This design comes from an exercise in tuning for small area, a short achievable clock period and few clock cycles per item on the open sky130 flow, not from production work.
Only simulation tests tie the RTL to the original design; equivalence was not proved.
Power is estimated from default activity; no workload was simulated.

[config.mk]
export PLATFORM = sky130hd
export DESIGN_NAME = playfair_byte_cipher_16x16
export DESIGN_NICKNAME = playfair_byte_cipher_16x16
export VERILOG_FILES = /design/flow/design.v
export SDC_FILE = /design/flow/constraint.sdc
export NUM_CORES = 4
export LEC_CHECK = 0
export CAP_MARGIN = 20
export CORE_MARGIN = 2
export CORE_UTILIZATION = 45
export PLACE_DENSITY = 0.6
export SLEW_MARGIN = 20
[constraint.sdc]
create_clock -name core_clock -period 8.0 [get_ports {clk_i}]
set_input_delay 1.6000 -clock core_clock [delete_from_list [all_inputs] [get_ports {clk_i}]]
set_output_delay 1.6000 -clock core_clock [all_outputs]
set_load 0.01 [all_outputs]
[design.v]
package pfc_pkg;
  localparam int GridSide  = 16;
  localparam int SideW     = $clog2(GridSide);
  localparam int CellCount = GridSide * GridSide;
  localparam int CellW     = $clog2(CellCount);
  localparam int SymW      = 8;
  localparam int SymCount  = 1 << SymW;
  localparam int FillW     = CellW + 1;
  localparam int OpW       = 2;
  localparam int CfgIdxW   = 1;
  localparam int CfgDataW  = 8;
  localparam int SlotCount = 4;
  localparam int SlotW     = $clog2(SlotCount);
  localparam logic [SideW-1:0] StepFwd  = SideW'(1);
  localparam logic [SideW-1:0] StepBack = SideW'(GridSide - 1);
  typedef enum logic [OpW-1:0] {
    OP_KEY    = 2'd0,
    OP_FINISH = 2'd1,
    OP_DATA   = 2'd2
  } op_e;
  localparam logic [CfgIdxW-1:0] RegMarker = 1'b0;
  localparam logic [CfgIdxW-1:0] RegDir    = 1'b1;
  typedef struct packed {
    logic accept;       
    logic fill_step;    
    logic look_a;       
    logic look_b;       
    logic grid_a;       
    logic grid_b;       
    logic grid_c;       
    logic next_pair;    
    logic emit_step;    
    logic push_empty;   
  } pfc_cmd_t;
  typedef struct packed {
    logic start_fill;
    logic start_pair;
    logic fill_last;
    logic more_pair;
    logic emit_go;
    logic emit_last;
    logic empty_needed;
    logic out_free;
  } pfc_stat_t;
endpackage
module pfc_ram #(
  parameter int Width = 8,
  parameter int Depth = 256
) (
  input  logic                     clk_i,
  input  logic                     we_i,
  input  logic [$clog2(Depth)-1:0] waddr_i,
  input  logic [Width-1:0]         wdata_i,
  input  logic [$clog2(Depth)-1:0] raddr_i,
  output logic [Width-1:0]         rdata_o
);
  logic [Width-1:0] mem_q [Depth];
  logic [Width-1:0] rdata_q;
  always_ff @(posedge clk_i) begin
    if (we_i) begin
      mem_q[waddr_i] <= wdata_i;
    end
    rdata_q <= mem_q[raddr_i];
  end
  assign rdata_o = rdata_q;
endmodule
module pfc_ctrl (
  input  logic                clk_i,
  input  logic                rst_ni,
  input  logic                s_valid_i,
  output logic                s_ready_o,
  input  pfc_pkg::pfc_stat_t  stat_i,
  output pfc_pkg::pfc_cmd_t   cmd_o
);
  typedef enum logic [7:0] {
    ST_IDLE  = 8'b0000_0001,
    ST_FILL  = 8'b0000_0010,
    ST_CA    = 8'b0000_0100,
    ST_CB    = 8'b0000_1000,
    ST_GA    = 8'b0001_0000,
    ST_GB    = 8'b0010_0000,
    ST_GC    = 8'b0100_0000,
    ST_EMIT  = 8'b1000_0000
  } state_e;
  state_e state_q, state_d;
  logic   empty_q, empty_d;    
  always_comb begin
    state_d = state_q;
    empty_d = empty_q;
    cmd_o   = '0;
    s_ready_o = (state_q == ST_IDLE) && !empty_q;
    case (state_q)
      ST_IDLE: begin
        if (empty_q) begin
          if (stat_i.out_free) begin
            cmd_o.push_empty = 1'b1;
            empty_d = 1'b0;
          end
        end else if (s_valid_i) begin
          cmd_o.accept = 1'b1;
          if (stat_i.start_fill) begin
            state_d = ST_FILL;
          end else if (stat_i.start_pair) begin
            state_d = ST_CA;
          end
        end
      end
      ST_FILL: begin
        cmd_o.fill_step = 1'b1;
        if (stat_i.fill_last) begin
          state_d = ST_IDLE;
        end
      end
      ST_CA: begin
        cmd_o.look_a = 1'b1;
        state_d = ST_CB;
      end
      ST_CB: begin
        cmd_o.look_b = 1'b1;
        state_d = ST_GA;
      end
      ST_GA: begin
        cmd_o.grid_a = 1'b1;
        state_d = ST_GB;
      end
      ST_GB: begin
        cmd_o.grid_b = 1'b1;
        state_d = ST_GC;
      end
      ST_GC: begin
        cmd_o.grid_c = 1'b1;
        if (stat_i.more_pair) begin
          cmd_o.next_pair = 1'b1;
          state_d = ST_CA;
        end else begin
          state_d = ST_EMIT;
        end
      end
      ST_EMIT: begin
        if (stat_i.emit_go) begin
          cmd_o.emit_step = 1'b1;
          if (stat_i.emit_last) begin
            empty_d = stat_i.empty_needed;
            state_d = ST_IDLE;
          end
        end
      end
      default: begin
        state_d = ST_IDLE;
      end
    endcase
  end
  always_ff @(posedge clk_i or negedge rst_ni) begin
    if (!rst_ni) begin
      state_q <= ST_IDLE;
      empty_q <= 1'b0;
    end else begin
      state_q <= state_d;
      empty_q <= empty_d;
    end
  end
endmodule
module pfc_dp (
  input  logic                              clk_i,
  input  logic                              rst_ni,
  input  logic                              cfg_we_i,
  input  logic [pfc_pkg::CfgIdxW-1:0]       cfg_idx_i,
  input  logic [pfc_pkg::CfgDataW-1:0]      cfg_data_i,
  input  logic [pfc_pkg::OpW-1:0]           in_op_i,
  input  logic [pfc_pkg::SymW-1:0]          in_byte_i,
  input  logic                              in_eom_i,
  input  pfc_pkg::pfc_cmd_t                 cmd_i,
  output pfc_pkg::pfc_stat_t                stat_o,
  output logic                              out_valid_o,
  input  logic                              out_ready_i,
  output logic [pfc_pkg::SymW-1:0]          out_byte_o,
  output logic                              out_present_o,
  output logic                              out_final_o
);
  localparam int SymW  = pfc_pkg::SymW;
  localparam int CellW = pfc_pkg::CellW;
  localparam int SideW = pfc_pkg::SideW;
  logic [SymW-1:0] marker_q;
  logic            dir_q;
  logic [pfc_pkg::SymCount-1:0] used_q;
  logic [pfc_pkg::FillW-1:0]    fill_ptr_q;
  logic                         key_done_q;
  logic [SymW-1:0]              fill_sym_q;
  logic            pend_valid_q;
  logic [SymW-1:0] pend_sym_q;
  logic [SymW-1:0] a0_q, b0_q, a1_q;
  logic            second_q;
  logic            eom_q;
  logic            pair_idx_q;
  logic [CellW-1:0] ca_q;
  logic [CellW-1:0] cell_b_q;
  logic [SymW-1:0]                  slot_q [pfc_pkg::SlotCount];
  logic [pfc_pkg::SlotCount-1:0]    keep_q;
  logic [pfc_pkg::SlotW-1:0]        emit_idx_q;
  logic            out_valid_q;
  logic [SymW-1:0] out_byte_q;
  logic            out_present_q;
  logic            out_final_q;
  logic             cos_we, grid_we;
  logic [SymW-1:0]  cos_waddr;
  logic [CellW-1:0] grid_waddr;
  logic [CellW-1:0] cos_wdata;
  logic [SymW-1:0]  grid_wdata;
  logic [SymW-1:0]  cos_raddr;
  logic [CellW-1:0] grid_raddr;
  logic [CellW-1:0] cos_rdata;
  logic [SymW-1:0]  grid_rdata;
  logic            is_key, is_finish, is_data;
  logic            key_place, fill_place, grid_free;
  logic            pair_now;
  logic [SymW-1:0] cur_a, cur_b;
  logic [SideW-1:0] step;
  logic [SideW-1:0] ra, ka, rb, kb, nra, nka, nrb, nkb;
  logic [CellW-1:0] cell_a, cell_b;
  logic            keep_byte;
  logic [pfc_pkg::SlotW-1:0] slot_lo;
  logic [pfc_pkg::SlotCount-1:0] later_mask;
  logic            out_free;
  logic            emit_push, emit_final;
  assign is_key    = (in_op_i == pfc_pkg::OP_KEY);
  assign is_finish = (in_op_i == pfc_pkg::OP_FINISH);
  assign is_data   = (in_op_i == pfc_pkg::OP_DATA);
  assign grid_free = !fill_ptr_q[CellW];
  assign key_place  = cmd_i.accept && is_key && !key_done_q && grid_free &&
                      !used_q[in_byte_i];
  assign fill_place = cmd_i.fill_step && grid_free && !used_q[fill_sym_q];
  assign pair_now   = is_data && key_done_q && (pend_valid_q || in_eom_i);
  assign cos_we     = key_place || fill_place;
  assign grid_we    = cos_we;
  assign cos_waddr  = cmd_i.fill_step ? fill_sym_q : in_byte_i;
  assign grid_wdata = cos_waddr;
  assign cos_wdata  = fill_ptr_q[CellW-1:0];
  assign grid_waddr = fill_ptr_q[CellW-1:0];
  assign cur_a     = pair_idx_q ? a1_q : a0_q;
  assign cur_b     = pair_idx_q ? marker_q : b0_q;
  assign cos_raddr = cmd_i.look_a ? cur_a : cur_b;
  always_comb begin
    step = dir_q ? pfc_pkg::StepBack : pfc_pkg::StepFwd;
    ra   = ca_q[CellW-1:SideW];
    ka   = ca_q[SideW-1:0];
    rb   = cos_rdata[CellW-1:SideW];
    kb   = cos_rdata[SideW-1:0];
    nra  = ra;
    nka  = ka;
    nrb  = rb;
    nkb  = kb;
    if (ra == rb) begin
      nka = ka + step;
      nkb = kb + step;
    end else if (ka == kb) begin
      nra = ra + step;
      nrb = rb + step;
    end else begin
      nka = kb;
      nkb = ka;
    end
    cell_a = {nra, nka};
    cell_b = {nrb, nkb};
  end
  assign grid_raddr = cmd_i.grid_a ? cell_a : cell_b_q;
  pfc_ram #(.Width(CellW), .Depth(pfc_pkg::SymCount)) u_cos_ram (
    .clk_i   (clk_i),
    .we_i    (cos_we),
    .waddr_i (cos_waddr),
    .wdata_i (cos_wdata),
    .raddr_i (cos_raddr),
    .rdata_o (cos_rdata)
  );
  pfc_ram #(.Width(SymW), .Depth(pfc_pkg::CellCount)) u_grid_ram (
    .clk_i   (clk_i),
    .we_i    (grid_we),
    .waddr_i (grid_waddr),
    .wdata_i (grid_wdata),
    .raddr_i (grid_raddr),
    .rdata_o (grid_rdata)
  );
  assign keep_byte = !(dir_q && (grid_rdata == marker_q));
  assign slot_lo   = {pair_idx_q, cmd_i.grid_c};
  assign out_free   = !out_valid_q || out_ready_i;
  assign later_mask = pfc_pkg::SlotCount'({pfc_pkg::SlotCount{1'b1}} << emit_idx_q) &
                      ~(pfc_pkg::SlotCount'(1) << emit_idx_q);
  assign emit_final = eom_q && ((keep_q & later_mask) == '0);
  assign emit_push  = cmd_i.emit_step && keep_q[emit_idx_q];
  assign stat_o.start_fill   = is_finish && !key_done_q;
  assign stat_o.start_pair   = pair_now;
  assign stat_o.fill_last    = (fill_sym_q == SymW'(pfc_pkg::SymCount - 1));
  assign stat_o.more_pair    = second_q && !pair_idx_q;
  assign stat_o.emit_go      = !keep_q[emit_idx_q] || out_free;
  assign stat_o.emit_last    = (emit_idx_q == pfc_pkg::SlotW'(pfc_pkg::SlotCount - 1));
  assign stat_o.empty_needed = eom_q && (keep_q == '0);
  assign stat_o.out_free     = out_free;
  always_ff @(posedge clk_i or negedge rst_ni) begin
    if (!rst_ni) begin
      marker_q     <= '0;
      dir_q        <= 1'b0;
      used_q       <= '0;
      fill_ptr_q   <= '0;
      key_done_q   <= 1'b0;
      fill_sym_q   <= '0;
      pend_valid_q <= 1'b0;
      pend_sym_q   <= '0;
      second_q     <= 1'b0;
      eom_q        <= 1'b0;
      pair_idx_q   <= 1'b0;
      keep_q       <= '0;
      emit_idx_q   <= '0;
      out_valid_q  <= 1'b0;
    end else begin
      if (cfg_we_i) begin
        case (cfg_idx_i)
          pfc_pkg::RegMarker: marker_q <= cfg_data_i;
          pfc_pkg::RegDir:    dir_q    <= cfg_data_i[0];
          default: ;
        endcase
      end
      if (key_place) begin
        used_q[in_byte_i] <= 1'b1;
        fill_ptr_q        <= fill_ptr_q + 1'b1;
      end
      if (cmd_i.accept && stat_o.start_fill) begin
        fill_sym_q <= '0;
      end
      if (cmd_i.fill_step) begin
        fill_sym_q <= fill_sym_q + 1'b1;
        if (fill_place) begin
          used_q[fill_sym_q] <= 1'b1;
          fill_ptr_q         <= fill_ptr_q + 1'b1;
        end
        if (stat_o.fill_last) begin
          key_done_q <= 1'b1;
        end
      end
      if (cmd_i.accept && is_data && key_done_q) begin
        pair_idx_q <= 1'b0;
        emit_idx_q <= '0;
        keep_q     <= '0;
        eom_q      <= in_eom_i;
        second_q   <= 1'b0;
        pend_sym_q <= in_byte_i;
        if (!pend_valid_q) begin
          pend_valid_q <= !in_eom_i;
        end else if (pend_sym_q == in_byte_i) begin
          second_q     <= in_eom_i;
          pend_valid_q <= !in_eom_i;
        end else begin
          pend_valid_q <= 1'b0;
        end
      end
      if (cmd_i.next_pair) begin
        pair_idx_q <= 1'b1;
      end
      if (cmd_i.grid_b || cmd_i.grid_c) begin
        keep_q[slot_lo] <= keep_byte;
      end
      if (cmd_i.emit_step) begin
        emit_idx_q <= emit_idx_q + 1'b1;
      end
      if (emit_push || cmd_i.push_empty) begin
        out_valid_q <= 1'b1;
      end else if (out_ready_i) begin
        out_valid_q <= 1'b0;
      end
    end
  end
  always_ff @(posedge clk_i) begin
    if (cmd_i.accept && pair_now) begin
      a1_q <= in_byte_i;
      if (!pend_valid_q) begin
        a0_q <= in_byte_i;
        b0_q <= marker_q;
      end else if (pend_sym_q == in_byte_i) begin
        a0_q <= pend_sym_q;
        b0_q <= marker_q;
      end else begin
        a0_q <= pend_sym_q;
        b0_q <= in_byte_i;
      end
    end
    if (cmd_i.look_b) begin
      ca_q <= cos_rdata;
    end
    if (cmd_i.grid_a) begin
      cell_b_q <= cell_b;
    end
    if (cmd_i.grid_b || cmd_i.grid_c) begin
      slot_q[slot_lo] <= grid_rdata;
    end
    if (emit_push) begin
      out_byte_q    <= slot_q[emit_idx_q];
      out_present_q <= 1'b1;
      out_final_q   <= emit_final;
    end else if (cmd_i.push_empty) begin
      out_byte_q    <= '0;
      out_present_q <= 1'b0;
      out_final_q   <= 1'b1;
    end
  end
  assign out_valid_o   = out_valid_q;
  assign out_byte_o    = out_byte_q;
  assign out_present_o = out_present_q;
  assign out_final_o   = out_final_q;
endmodule
module playfair_byte_cipher_16x16 (
  input  logic                         clk_i,
  input  logic                         rst_ni,
  input  logic                         cfg_we_i,
  input  logic [pfc_pkg::CfgIdxW-1:0]  cfg_idx_i,
  input  logic [pfc_pkg::CfgDataW-1:0] cfg_data_i,
  input  logic                         s_axis_tvalid,
  output logic                         s_axis_tready,
  input  logic [7:0]                   s_axis_tdata,   
  input  logic [pfc_pkg::OpW-1:0]      s_axis_tuser,   
  input  logic                         s_axis_tlast,   
  output logic                         m_axis_tvalid,
  input  logic                         m_axis_tready,
  output logic [7:0]                   m_axis_tdata,   
  output logic                         m_axis_tuser,   
  output logic                         m_axis_tlast    
);
  pfc_pkg::pfc_cmd_t  cmd;
  pfc_pkg::pfc_stat_t stat;
  pfc_ctrl u_ctrl (
    .clk_i     (clk_i),
    .rst_ni    (rst_ni),
    .s_valid_i (s_axis_tvalid),
    .s_ready_o (s_axis_tready),
    .stat_i    (stat),
    .cmd_o     (cmd)
  );
  pfc_dp u_dp (
    .clk_i         (clk_i),
    .rst_ni        (rst_ni),
    .cfg_we_i      (cfg_we_i),
    .cfg_idx_i     (cfg_idx_i),
    .cfg_data_i    (cfg_data_i),
    .in_op_i       (s_axis_tuser),
    .in_byte_i     (s_axis_tdata),
    .in_eom_i      (s_axis_tlast),
    .cmd_i         (cmd),
    .stat_o        (stat),
    .out_valid_o   (m_axis_tvalid),
    .out_ready_i   (m_axis_tready),
    .out_byte_o    (m_axis_tdata),
    .out_present_o (m_axis_tuser),
    .out_final_o   (m_axis_tlast)
  );
endmodule
[run.sh]
#!/bin/bash
# synth_recipe.tcl (not shown) runs the flow's synth.tcl, then flattens the netlist and writes it again
# the make line also repeats each setting of config.mk as NAME=value (left out here)
make -C /OpenROAD-flow-scripts/flow DESIGN_CONFIG=/design/flow/config.mk WORK_HOME=/design/flow/orfs CLKGATE_MAP_FILE= SYNTH_SCRIPT=/design/flow/synth_recipe.tcl finish
==> summary.txt <==
## worst max-delay path by stage
stage,startpoint,to,slack [ps],cells past startpoint
2_1_floorplan,s_axis_tdata[1],u_dp.u_cos_ram.mem_q[108][0],1230,9
3_3_place_gp,s_axis_tdata[0],u_dp.u_grid_ram.mem_q[79][5],650,10
3_5_place_dp,s_axis_tdata[0],u_dp.u_grid_ram.mem_q[224][5],620,11
4_1_cts,u_ctrl.state_q[3],u_dp.u_grid_ram.rdata_q[3],1680,12
5_1_grt,u_ctrl.state_q[5],u_dp.u_grid_ram.rdata_q[3],1360,12
6_report,u_ctrl.state_q[5],u_dp.u_grid_ram.rdata_q[3],1470,12
## cells in the final DEF, fill, tap and decap left out, drive strengths merged, types with 43 or more instances in the layout
| cell | instances |
|---|---|
| nand3 | 1080 |
| inv | 49 |
| o41ai | 54 |
| buf | 821 |
| nor3 | 556 |
| and3 | 187 |
| mux2i | 243 |
| o21ai | 292 |
| dfrtp | 310 |
| nor4 | 115 |
| a221oi | 261 |
| bufinv | 51 |
| a31oi | 56 |
| clkinv | 217 |
| o22ai | 43 |
| clkbuf | 541 |
| nor2 | 183 |
| mux4 | 216 |
| a21oi | 1366 |
| nand2 | 2975 |
| a211oi | 259 |
| edfxtp | 4177 |
## layout make-up
class	count	area (um^2)
clock buffers	541	11900
diodes	9	22.5
clock inverters	297	3010
well taps	5428	6790
fillers	34300	197000
multi-input cells	8299	46900
flip-flops and latches	4505	134000
inverters	40	210
repair buffers	852	7280
## layer usage
metal  share of wire  wire (um)  vias up
met1            0.41     233000    61500
met4           0.037      21300       14
li1                -          -    52900
met3           0.099      56500     1043
met2            0.46     260000     6650
met5         0.00015         83        -
## sequential cells by signal, summed over array words and instances, names as in the netlist, 9 cells and up
| name | cells |
|---|---|
| u_dp.fill_ptr_q | 9 |
| u_dp.slot_q | 32 |
| u_dp.u_cos_ram.mem_q | 2048 |
| u_dp.u_grid_ram.mem_q | 2048 |
| u_dp.used_q | 256 |
## per-stage QoR
| stage | hold slack (ps) | setup WS [ps] | instances |
|---|---|---|---|
| floorplan | 444 | 1230 | 13900 |
| global placement | 469 | 646 | 19100 |
| detailed placement | 479 | 624 | 19100 |
| CTS | 494 | 1680 | 20000 |
| global route | 518 | 1360 | 20000 |
| finish | 491 | 1470 | 20000 |
## worst max-delay path, delay by kind of cell, from the launching register on
kind	cells	cell delay, ps
DFF	1	430
buffers and inverters	3	870
AOI/OAI and AO/OA	4	2280
and+or+nand+nor	5	2610
## where the power goes
part / leakage, nW / internal [mW] / switching (mW)
combinational: 22.0 / 1.20 / 4.30
sequential: 40.8 / 26.5 / 0.388
clock: 7.29 / 12.2 / 9.16
## kinds of logic (layout without fill, tap and decap cells)
logic type,count (synthesis),after routing
compound gates,2481,2481
xor+xnor,59,59
fa+ha+maj,33,33
buf+inv,1059,1730
flops,4505,4505
mux,490,490
other cells,0,9
simple gates,5236,5236
==> summary.txt <==
status -> finished clean
number of synthesized flops with an enable pin -> 4177
final core occ -> 0.516
RD Place Congestion -> 0.890
post-CTS sizing -> 0
synth top area cells -> edfxtp_1 (68%), nand2_1 (6.1%), dfrtp_1 (4.2%)
root buffer cell -> clkbuf_16
Worst Path Required -> 8860 ps
post-synth cell types -> 73
Yosys top cell by area -> edfxtp_1
Critical Path Start Type -> flop
clock-pin slew on the worst setup and hold paths -> 60 ps
most common cell in the netlist -> edfxtp_1
setup violators final -> 0
core area -> 0.407 mm^2
HP Class -> flop to flop
DRT iter0 DRCs -> 16300
IO Port Bufs -> 36
minimum clock period -> 6530 ps
DRT Pass-1 Iters -> 8
Pwr Total -> 53.8 mW
H-tree depth -> 5
post-route ant nets -> 0
clock buffer depth -> 4
GR Layer Usage met1 -> 0.382
post-CTS setup buffer count -> 0
GRT met2 Usage -> 0.414
Layout area overhead -> 13.9%
hold buffer count at CTS -> 0
Worst Path Arrival -> 7380 ps
Slew @ Worst Pin -> 1290 ps
R2R Setup Slk -> 1470 ps
drt wl/cell -> 28.6 um
DRC -> 0
Max rail drop VDD -> 0.264 mV
setup TNS -> 0 ps
via count -> 122000
global-route wire length before repair -> 821000 um
FF-to-FF path depth -> 12
Syn. warnings -> 3
Post-Synth Adder-Cell Area -> 0.00241
CP Max Fanout -> 59
RR Endpoint -> u_dp.u_grid_ram.rdata_q[3]
Top Ports -> 37
total CTS buffers -> 450
RSZ-0062 raised after global routing -> false
CTS tree -> yes
Post-Synthesis Cell Area -> 0.184 mm^2
Max-cap violations -> 0
Detail Placement HPWL -> 341000 um
Pleak -> 70.2 nW
Avg Vias per Cell -> 6.11
cell area after layout -> 0.210 mm^2
Initial Util -> 0.453
Synth Area in Simple Gates -> 0.125
max incr delay on CP -> 970 ps
critical-path cell list -> nor4b_1 -> nand2_1 -> a211o_1 -> buf_4 -> nand2_4 -> buf_12 -> buf_12 -> nand2_1 -> a221oi_1 -> o31ai_1 -> a41oi_1 -> or4_1
Syn Area/Cell -> 13.3 um^2
Final Slew Violations -> 0
vias in the first global route -> 116000
share of cells above drive strength 1 -> 0.129
final-report hold violation count -> 0
dpl cell area -> 0.195 mm^2
flops & latches, synth -> 4505
top cells by count, synth -> edfxtp_1 (4177), nand2_1 (2975), a21oi_1 (1366)
Slew HR -> 0.143
total global routing overflow -> 0
slowest cell on the critical path -> a41oi_1
hold endpoint -> u_dp.used_q[246]
post-synthesis mux area share -> 0.0415
die footprint -> 0.414 mm^2
Clock Sinks -> 4505
latest clock arrival within the worst-skew pair -> 1030 ps
Hold Startpoint -> u_dp.used_q[246]
pin count of the biggest net entering global routing -> 186
critical path type -> flop to flop
Synth top area share -> 0.681
largest family of logic cells by synthesized area -> simple AND/OR/NAND/NOR gates
met3 Resource Use GR -> 0.0519
Synth Instances -> 13900
Routed WL -> 571000 um
clk_skew -> 113 ps
f_max -> 153 MHz
sequential area share after synthesis -> 0.725
RR Startpoint -> u_ctrl.state_q[5]
top_reg_cell synth -> edfxtp_1
die height -> 644 um
Tcrit/Tclk final -> 0.816
compound-cell area share of the yosys netlist -> 0.0810
endpoint type of the worst setup path -> flop
asr flop ratio synth -> 0.0690
initial antenna violation count -> 26
Die X-Extent -> 644 um
Hold Path Stages -> 2
xor-xnor portion of the synthesized cell area -> 0.00281
Final nets -> 14200
GRT busiest layer -> met2
Syn Nets -> 13900
pwr dens -> 257 mW/mm^2
GRT Overall Usage -> 0.268
row cnt -> 234
Testbench counts, summed over its fixed seeds: cycles 28,027, items 4,096.

==> static timing again, ports no longer ideal <==
No port has a modelled driver above. Below, the same layout with a new extraction and two added sets of constraints.
Step 1 sets driving cells, clkbuf_16 on the clock port and buf_2 on the other inputs (assumed; they add their load-dependent delay and slew).
Step 2 moves the port delays by t, midway between the first and last clock arrival at a register: inputs arrive t later, outputs are due t later. That takes back most of the time a late clock gives input paths.
Three values: ideal ports, drivers, drivers and shift; two values: the first two.
t, ns: 1.085
setup WS [ns]: 1.473 / 1.473 / 0.574
worst setup path after step 2: input to register
clock arrival spread, ns: 0.112 / 0.113
worst register clock-pin slew, ns: 0.07 / 0.07
After both steps setup and hold are still met in this run. For this run, drivers alone change the setup slack by 0.000 ns; drivers and shift together by -0.899 ns.
